From an optimization exercise on the open Yosys and OpenROAD flow, aimed at small area and a short achievable clock period; shortcuts taken in it are not production practice.
Function was checked by simulation only, so behaviour that the tests miss may differ from the original.
No activity file was given, so power comes from the tool's default toggle rates.

==> design/flow/design.v <==
`timescale 1ns/1ps
module ex_stage_top (
	input  logic         clk,
	input  logic         rst,           
	input  logic [3:0]   dec_valid,
	input  logic [127:0] dec_pc,
	input  logic [127:0] dec_ins,
	input  logic [127:0] dec_op1,
	input  logic [127:0] dec_op2,
	input  logic [8:0]   dispatch_sel,  
	output logic [3:0]   wb_wen,
	output logic [19:0]  wb_rd,
	output logic [127:0] wb_data,
	output logic [3:0]   jump_en,
	output logic [127:0] jump_addr
);
	logic [3:0] issue;
	always_comb begin
		issue = '0;
		for (int l = 0; l < 3; l++) begin
			if (dispatch_sel[3*l +: 3] != 3'd4) issue[dispatch_sel[3*l +: 2]] = 1'b1;
		end
	end
	for (genvar t = 0; t < 4; t++) begin : g_thread
		ex_thread i_thread (
			.clk       (clk),
			.rst       (rst),
			.issue     (issue[t]),
			.dec_valid (dec_valid[t]),
			.dec_pc    (dec_pc[32*t +: 32]),
			.dec_ins   (dec_ins[32*t +: 32]),
			.dec_op1   (dec_op1[32*t +: 32]),
			.dec_op2   (dec_op2[32*t +: 32]),
			.wb_wen    (wb_wen[t]),
			.wb_rd     (wb_rd[5*t +: 5]),
			.wb_data   (wb_data[32*t +: 32]),
			.jump_en   (jump_en[t]),
			.jump_addr (jump_addr[32*t +: 32])
		);
	end
endmodule
module ex_thread (
	input  logic        clk,
	input  logic        rst,
	input  logic        issue,
	input  logic        dec_valid,
	input  logic [31:0] dec_pc,
	input  logic [31:0] dec_ins,
	input  logic [31:0] dec_op1,
	input  logic [31:0] dec_op2,
	output logic        wb_wen,
	output logic [4:0]  wb_rd,
	output logic [31:0] wb_data,
	output logic        jump_en,
	output logic [31:0] jump_addr
);
	localparam logic [2:0] K_NONE = 3'd0, K_ADD = 3'd1, K_SUB = 3'd2, K_XOR = 3'd3,
		K_OR = 3'd4, K_AND = 3'd5, K_BEQ = 3'd6, K_BNE = 3'd7;
	logic [2:0]       q_v;
	logic [2:0][2:0] q_k;
	logic [2:0][31:0] q_pc;
	logic [2:0][4:0] q_rd;  
	logic [2:0][6:0] q_f7;  
	logic [2:0][4:0] q_rs1;
	logic [2:0][4:0] q_rs2;
	logic [2:0][31:0] q_a;
	logic [2:0][31:0] q_b;
	logic        r_wen, r_jen;
	logic [4:0]  r_rd;
	logic [31:0] r_val;
	assign wb_wen    = r_wen;
	assign wb_rd     = r_rd;
	assign wb_data   = r_val;
	assign jump_en   = r_jen;
	assign jump_addr = r_val;
	logic [2:0]  in_k;
	logic [31:0] in_a, in_b;
	logic [6:0]  opc;
	logic [2:0]  f3;
	logic [6:0]  f7;
	assign opc = dec_ins[6:0];
	assign f3  = dec_ins[14:12];
	assign f7  = dec_ins[31:25];
	always_comb begin
		in_k = K_NONE;
		if (opc == 7'b0110011 && dec_ins[11:7] != 5'd0) begin
			case ({f7, f3})
				{7'h00, 3'b000}: in_k = K_ADD;
				{7'h20, 3'b000}: in_k = K_SUB;
				{7'h00, 3'b100}: in_k = K_XOR;
				{7'h00, 3'b110}: in_k = K_OR;
				{7'h00, 3'b111}: in_k = K_AND;
				default:         in_k = K_NONE;
			endcase
		end else if (opc == 7'b1100011) begin
			if (f3 == 3'b000) in_k = K_BEQ;
			else if (f3 == 3'b001) in_k = K_BNE;
		end
	end
	assign in_a = (r_wen && dec_ins[19:15] == r_rd) ? r_val : dec_op1;
	assign in_b = (r_wen && dec_ins[24:20] == r_rd) ? r_val : dec_op2;
	logic [2:0][31:0] f_a;
	logic [2:0][31:0] f_b;
	always_comb begin
		for (int i = 0; i < 3; i++) begin
			f_a[i] = (r_wen && q_rs1[i] == r_rd) ? r_val : q_a[i];
			f_b[i] = (r_wen && q_rs2[i] == r_rd) ? r_val : q_b[i];
		end
	end
	logic        e_v;
	logic [2:0]  e_k;
	logic [31:0] e_pc, e_a, e_b;
	logic [4:0]  e_rd;
	logic [6:0]  e_f7;
	always_comb begin
		if (q_v[0]) begin
			e_k  = q_k[0];
			e_pc = q_pc[0];
			e_rd = q_rd[0];
			e_f7 = q_f7[0];
			e_a  = f_a[0];
			e_b  = f_b[0];
		end else begin
			e_k  = in_k;
			e_pc = dec_pc;
			e_rd = dec_ins[11:7];
			e_f7 = f7;
			e_a  = in_a;
			e_b  = in_b;
		end
		e_v = (q_v[0] || dec_valid) && !r_jen;  
	end
	logic [31:0] alu, tgt;
	logic        is_br, taken;
	always_comb begin
		case (e_k)
			K_ADD:   alu = e_a + e_b;
			K_SUB:   alu = e_a - e_b;
			K_XOR:   alu = e_a ^ e_b;
			K_OR:    alu = e_a | e_b;
			default: alu = e_a & e_b;
		endcase
		tgt   = e_pc + {{20{e_f7[6]}}, e_rd[0], e_f7[5:0], e_rd[4:1], 1'b0};
		is_br = e_k[2] && e_k[1];
		taken = (e_a == e_b) ^ e_k[0];
	end
	always_ff @(posedge clk) begin
		r_wen <= rst && issue && e_v && e_k != K_NONE && !is_br;
		r_jen <= rst && issue && e_v && is_br && taken;
		r_rd  <= e_rd;
		r_val <= is_br ? tgt : alu;
	end
	logic       dup, shift, store, flush;
	logic [2:0] s_v;
	always_comb begin
		dup = 1'b0;
		for (int i = 0; i < 3; i++) begin
			if (q_v[i] && q_pc[i] == dec_pc) dup = 1'b1;
		end
		shift = issue && q_v[0];
		store = dec_valid && !dup && !(issue && !q_v[0]);
		flush = !rst || r_jen;
		s_v[0] = shift ? q_v[1] : q_v[0];
		s_v[1] = shift ? q_v[2] : q_v[1];
		s_v[2] = shift ? 1'b0   : q_v[2];
	end
	always_ff @(posedge clk) begin
		q_v[0] <= !flush && (s_v[0] || store);
		q_v[1] <= !flush && (s_v[1] || (store && s_v[0]));
		q_v[2] <= !flush && (s_v[2] || (store && s_v[1]));
	end
	for (genvar i = 0; i < 3; i++) begin : g_entry
		always_ff @(posedge clk) begin
			if (!s_v[i]) begin
				q_k[i]   <= in_k;
				q_pc[i]  <= dec_pc;
				q_rd[i]  <= dec_ins[11:7];
				q_f7[i]  <= f7;
				q_rs1[i] <= dec_ins[19:15];
				q_rs2[i] <= dec_ins[24:20];
				q_a[i]   <= in_a;
				q_b[i]   <= in_b;
			end else if (i < 2 && shift) begin
				q_k[i]   <= q_k[(i+1)%3];
				q_pc[i]  <= q_pc[(i+1)%3];
				q_rd[i]  <= q_rd[(i+1)%3];
				q_f7[i]  <= q_f7[(i+1)%3];
				q_rs1[i] <= q_rs1[(i+1)%3];
				q_rs2[i] <= q_rs2[(i+1)%3];
				q_a[i]   <= f_a[(i+1)%3];
				q_b[i]   <= f_b[(i+1)%3];
			end else begin
				q_a[i]   <= f_a[i];
				q_b[i]   <= f_b[i];
			end
		end
	end
endmodule
==> design/flow/run.sh <==
#!/bin/bash
# synth_recipe.tcl (not shown) runs the flow's synth.tcl, then flattens the netlist and writes it again
# the make line also repeats each setting of config.mk as NAME=value (left out here)
make -C /OpenROAD-flow-scripts/flow DESIGN_CONFIG=/design/flow/config.mk WORK_HOME=/design/flow/orfs CLKGATE_MAP_FILE= SYNTH_SCRIPT=/design/flow/synth_recipe.tcl finish
==> design/flow/config.mk <==
export PLATFORM = sky130hd
export DESIGN_NAME = ex_stage_top
export DESIGN_NICKNAME = ex_stage_top
export VERILOG_FILES = /design/flow/design.v
export SDC_FILE = /design/flow/constraint.sdc
export NUM_CORES = 4
export LEC_CHECK = 0
export CAP_MARGIN = 35
export CORE_MARGIN = 2
export CORE_UTILIZATION = 30
export PLACE_DENSITY = 0.45
export SETUP_SLACK_MARGIN = 0.4
export SLEW_MARGIN = 35
==> design/flow/constraint.sdc <==
create_clock -name core_clock -period 12.0 [get_ports {clk}]
set_input_delay 2.4000 -clock core_clock [delete_from_list [all_inputs] [get_ports {clk}]]
set_output_delay 2.4000 -clock core_clock [all_outputs]
set_load 0.01 [all_outputs]
==> flow_summary.toml <==
[setup_path]
rrSetupSlack_ps = 5570
cp.arrival_ps = 8410
path_cells = "clkdlybuf4s50_1 -> xor2_1 -> nor4_1 -> and3_2 -> buf_4 -> mux2i_1 -> nand2_1 -> and2_1 -> ha_1 -> o21bai_1 -> a2111oi_4 -> o211ai_1 -> a21boi_1 -> o31a_1 -> o21bai_1 -> a21o_1 -> a2111oi_2 -> o221a_2 -> o21ai_0"
crit_buf_inv = 2
startpoint_type = "input port"
cp_common_cell = "o21bai_1"
worstSetupPathType = "in2reg"
crit_family = "compound AO/OA/AOI/OAI gates"
critical_path.max_stage_delay_ps = 650
crit_path_max_fanout = 34
end_kind = "flop"
reg2reg_depth = 18
cp_slowest_cell = "a2111oi_4"
required_ps = 12760
cp_num_cells = 19

[synth]
synth_xor_xnor_area_share = 0.05741
yosys.area_share.adder = 0.06413
synthArstFlopShare = 0
synthMuxAreaShare = 0.1476
ys.warnings.count = 2
syn_area_sq_um = 108300
synth_cell_types = 116
synth_compound_area_frac = 0.1755
syn_nets = 13104
synthFlopType = "dfxtp_1"
synth_top_family_by_area = "compound AO/OA/AOI/OAI gates"
synth_simple_gate_area_frac = 0.1324
ys_seq_area_frac = 0.3626
ys_ff_latch = 1620
synth_edf_count = 684
synth.avg_cell_area_sq_um = 9.005
postSynthCellCount = 12029

[cts]
clock_latency_ps = 930
cts_tree = "yes"
cts_hold_buf = 0
cts-root-buf = "clkbuf_16"
numClockSinks = 1620
ctsLongestPathBuffers = 4
tritoncts.num_buffers = 208
path_clk_slew_ps = 60
cts_resized = 0
cts_htree_levels = 4
cts_setup_buffers = 0

[final_layout]
multiInputGateArea_sq_um = 63020
finalNetCount = 13162
regArea_sq_um = 39290
area_delta_synth_final_pct = 16.61
nFillCells = 36366
final_layout_size_suffix_gt1_frac = 0.08451

[sta]
worst_slew_pin_slew_ps = 980.8
timing.final.ws_setup_ps = 4353
hold_viol_final = 0
fmax_mhz = 130.8
rsz0062_at_grt = "false"
period_minus_slack_ps = 7647
tns_ps = 0
drv_slew = 0
fin_crit_sh = 0.6372
setup-violations-final = 0
slew_headroom = 0.3461
holdWs_ps = 491.3
fin_skew_ps = 81.75

[grt]
use_met1 = 0.3228
grt_pass1_wl_um = 654700
use_met2 = 0.3946
grt_antenna_before_repair = 67
grt_max_degree = 103
grt-ovfl-total = 0
use_met3 = 0.02809
grt_pass1_vias = 91713
grtUsageTotal = 0.2380
grt.busiest_layer = "met2"

[detailed_routing]
wl_um = 454400
drc = 0
viasPerCell = 5.462
first_pass_iters = 7
drtIter0Drc = 7385
wire_per_inst_um = 26.64
vias = 93150
drtAntennaViolNets = 0

[power_and_ir_drop]
p_per_area_nw_per_um2 = 142.4
p_leak_nw = 47.51
ir_drop_mv = 0.1095

[floorplan]
io_pins = 811
initial_core_util = 0.3015
rows = 220
die_x_um = 604.9
design.core.area_sq_um = 359200
die_h_um = 604.9
die_area_sq_um = 365900

[place]
dp_slack_ps = 3544
gp_congestion = 0.9157
port_buffers = 810
hpwlAfterDp_um = 318500

[status]
status = "no timing/DRC/antenna violations"

[worst_hold_path]
hold_class = "reg2reg"
whs_path_depth = 2

[flow_run]
maxCapViolations = 0
## power breakdown
group	internal, W	switching (W)	total (W)
Combinational	0.00187	0.00275	0.00462
Sequential	0.00624	0.000619	0.00686
Clock	0.00376	0.00275	0.00651
Total	0.0119	0.00612	0.0180
## state kept, by name, indices dropped and copies added, names as in the netlist
name,cells
g_thread.i_thread.r_rd,20
g_thread.i_thread.r_jen,4
g_thread.i_thread.q_rs2,60
g_thread.i_thread.q_pc,384
g_thread.i_thread.q_b,384
g_thread.i_thread.q_rs1,60
g_thread.i_thread.q_v,12
g_thread.i_thread.q_rd,60
g_thread.i_thread.q_a,384
g_thread.i_thread.q_k,36
g_thread.i_thread.r_wen,4
g_thread.i_thread.q_f7,84
g_thread.i_thread.r_val,128
## final timing paths
check | end | start
min | g_thread[3].i_thread.q_a[91] | g_thread[3].i_thread.q_a[91]
max reg2reg | g_thread[0].i_thread.r_val[20] | g_thread[0].i_thread.r_rd[2]
min reg2reg | g_thread[3].i_thread.q_a[91] | g_thread[3].i_thread.q_a[91]
max | g_thread[0].i_thread.r_val[20] | dec_ins[17]
## cell usage in the layout, fill, tap and decap left out, types with 414 or more instances in the layout
master / n
dfxtp_1: 931
a21oi_1: 486
xnor2_1: 470
nor2_1: 861
mux2i_1: 1209
nand2_1: 1423
ha_1: 536
edfxtp_1: 684
clkdlybuf4s50_1: 809
o21ai_0: 754
inv_1: 414
## cells in the mapped netlist, drive strengths merged, types with 53 or more instances
master | count | area, sq um
edfxtp | 684 | 20540
xor2 | 240 | 2102
or3 | 60 | 375.4
mux2i | 1220 | 12210
nand2 | 1449 | 5454
mux2 | 335 | 3772
xnor2 | 470 | 4116
o21bai | 53 | 401.6
nor2 | 876 | 3308
dfxtp | 936 | 18740
o22a | 410 | 3591
a211oi | 65 | 510.5
o211ai | 77 | 603.1
nand4 | 114 | 713.2
ha | 536 | 6706
a21o | 97 | 728.2
and2 | 141 | 882.1
nor3 | 107 | 551.8
buf | 394 | 2248
nand3 | 96 | 490.5
o21ai | 781 | 3924
inv | 417 | 1565
nor4 | 113 | 725.7
a21oi | 489 | 2455
o22ai | 329 | 2058
nand2b | 63 | 401.6
clkbuf | 723 | 2715
and3 | 63 | 394.1
## per-layer routing
layer / up-vias / share of wire
li1: 43102 / -
met1: 46439 / 0.45
met2: 2972 / 0.47
met3: 603 / 0.051
met4: 34 / 0.032
met5: - / 0.00047
## through the flow
stage / total power [W] / std cells / util / area (sq um)
after floorplan: 0.009666 / 12029 / - / 108300
after global placement: 0.01154 / 16643 / 0.3313 / 119000
after detailed placement: 0.01156 / 16645 / 0.3317 / 119200
after CTS: 0.01815 / 17027 / 0.3511 / 126100
after global routing: 0.01878 / 17047 / 0.3516 / 126300
final: 0.01799 / 17055 / 0.3516 / 126300
## worst register-to-register path, cell delays in order, from the launching register on
cell and delay (ps):
dfxtp_1 780, xor2_1 150, nor4_1 350, and3_2 240, buf_4 640, mux2i_1 470, nand2_1 80, and2_1 240
ha_1 510, o21bai_1 230, a2111oi_4 650, o211ai_1 280, a21boi_1 350, o31a_1 200, o21bai_1 70, a21o_1 250
a2111oi_2 460, o221a_2 260, o21ai_0 70
## layout make-up
| type | count | area share |
|---|---|---|
| inverter | 419 | 0.01245 |
| clock inverter | 96 | 0.008261 |
| clock buffer | 286 | 0.04698 |
| timing repair buffer | 965 | 0.07451 |
| tap | 4773 | 0.04728 |
| sequential | 1620 | 0.3111 |
| antenna | 23 | 0.0004557 |
| multi-input combinational | 8873 | 0.4990 |
## cells by family (layout without fill, tap and decap cells)
logic type,count (synthesis),count (layout)
adders and majority gates,548,548
other,0,23
DFF,1620,1620
xor gates and xnor gates,710,710
AOI/OAI and AO/OA,2834,2834
and+or+nand+nor,3226,3226
muxes,1555,1555
buffers and inverters,1536,1766

-- separate check: timing with driven ports --
In the flow no input, the clock included, has a driving cell. The finished layout below was timed again as built, in two steps.
Step 1, drivers: a clkbuf_16 drives clk and a buf_2 each remaining input, both assumed.
Step 2 times the ports against the registers' clock, not the clock port: input delays grow and output delays shrink by t, the midpoint of the rising clock arrivals with the driver on.
a / b / c = ideal ports / drivers / drivers and shift; a / b = the first two.
shift t [ns]: 0.989
setup slack, ns: 4.353 / 4.429 / 3.440
hold WS [ns]: 0.491 / 0.491 / 0.491
worst data-port slew with drivers (ns): 0.31
pins driven straight from the clock port: 1
After both steps this run still meets setup and hold. For this run, drivers alone change the setup slack by +0.076 ns; drivers and shift together by -0.913 ns.
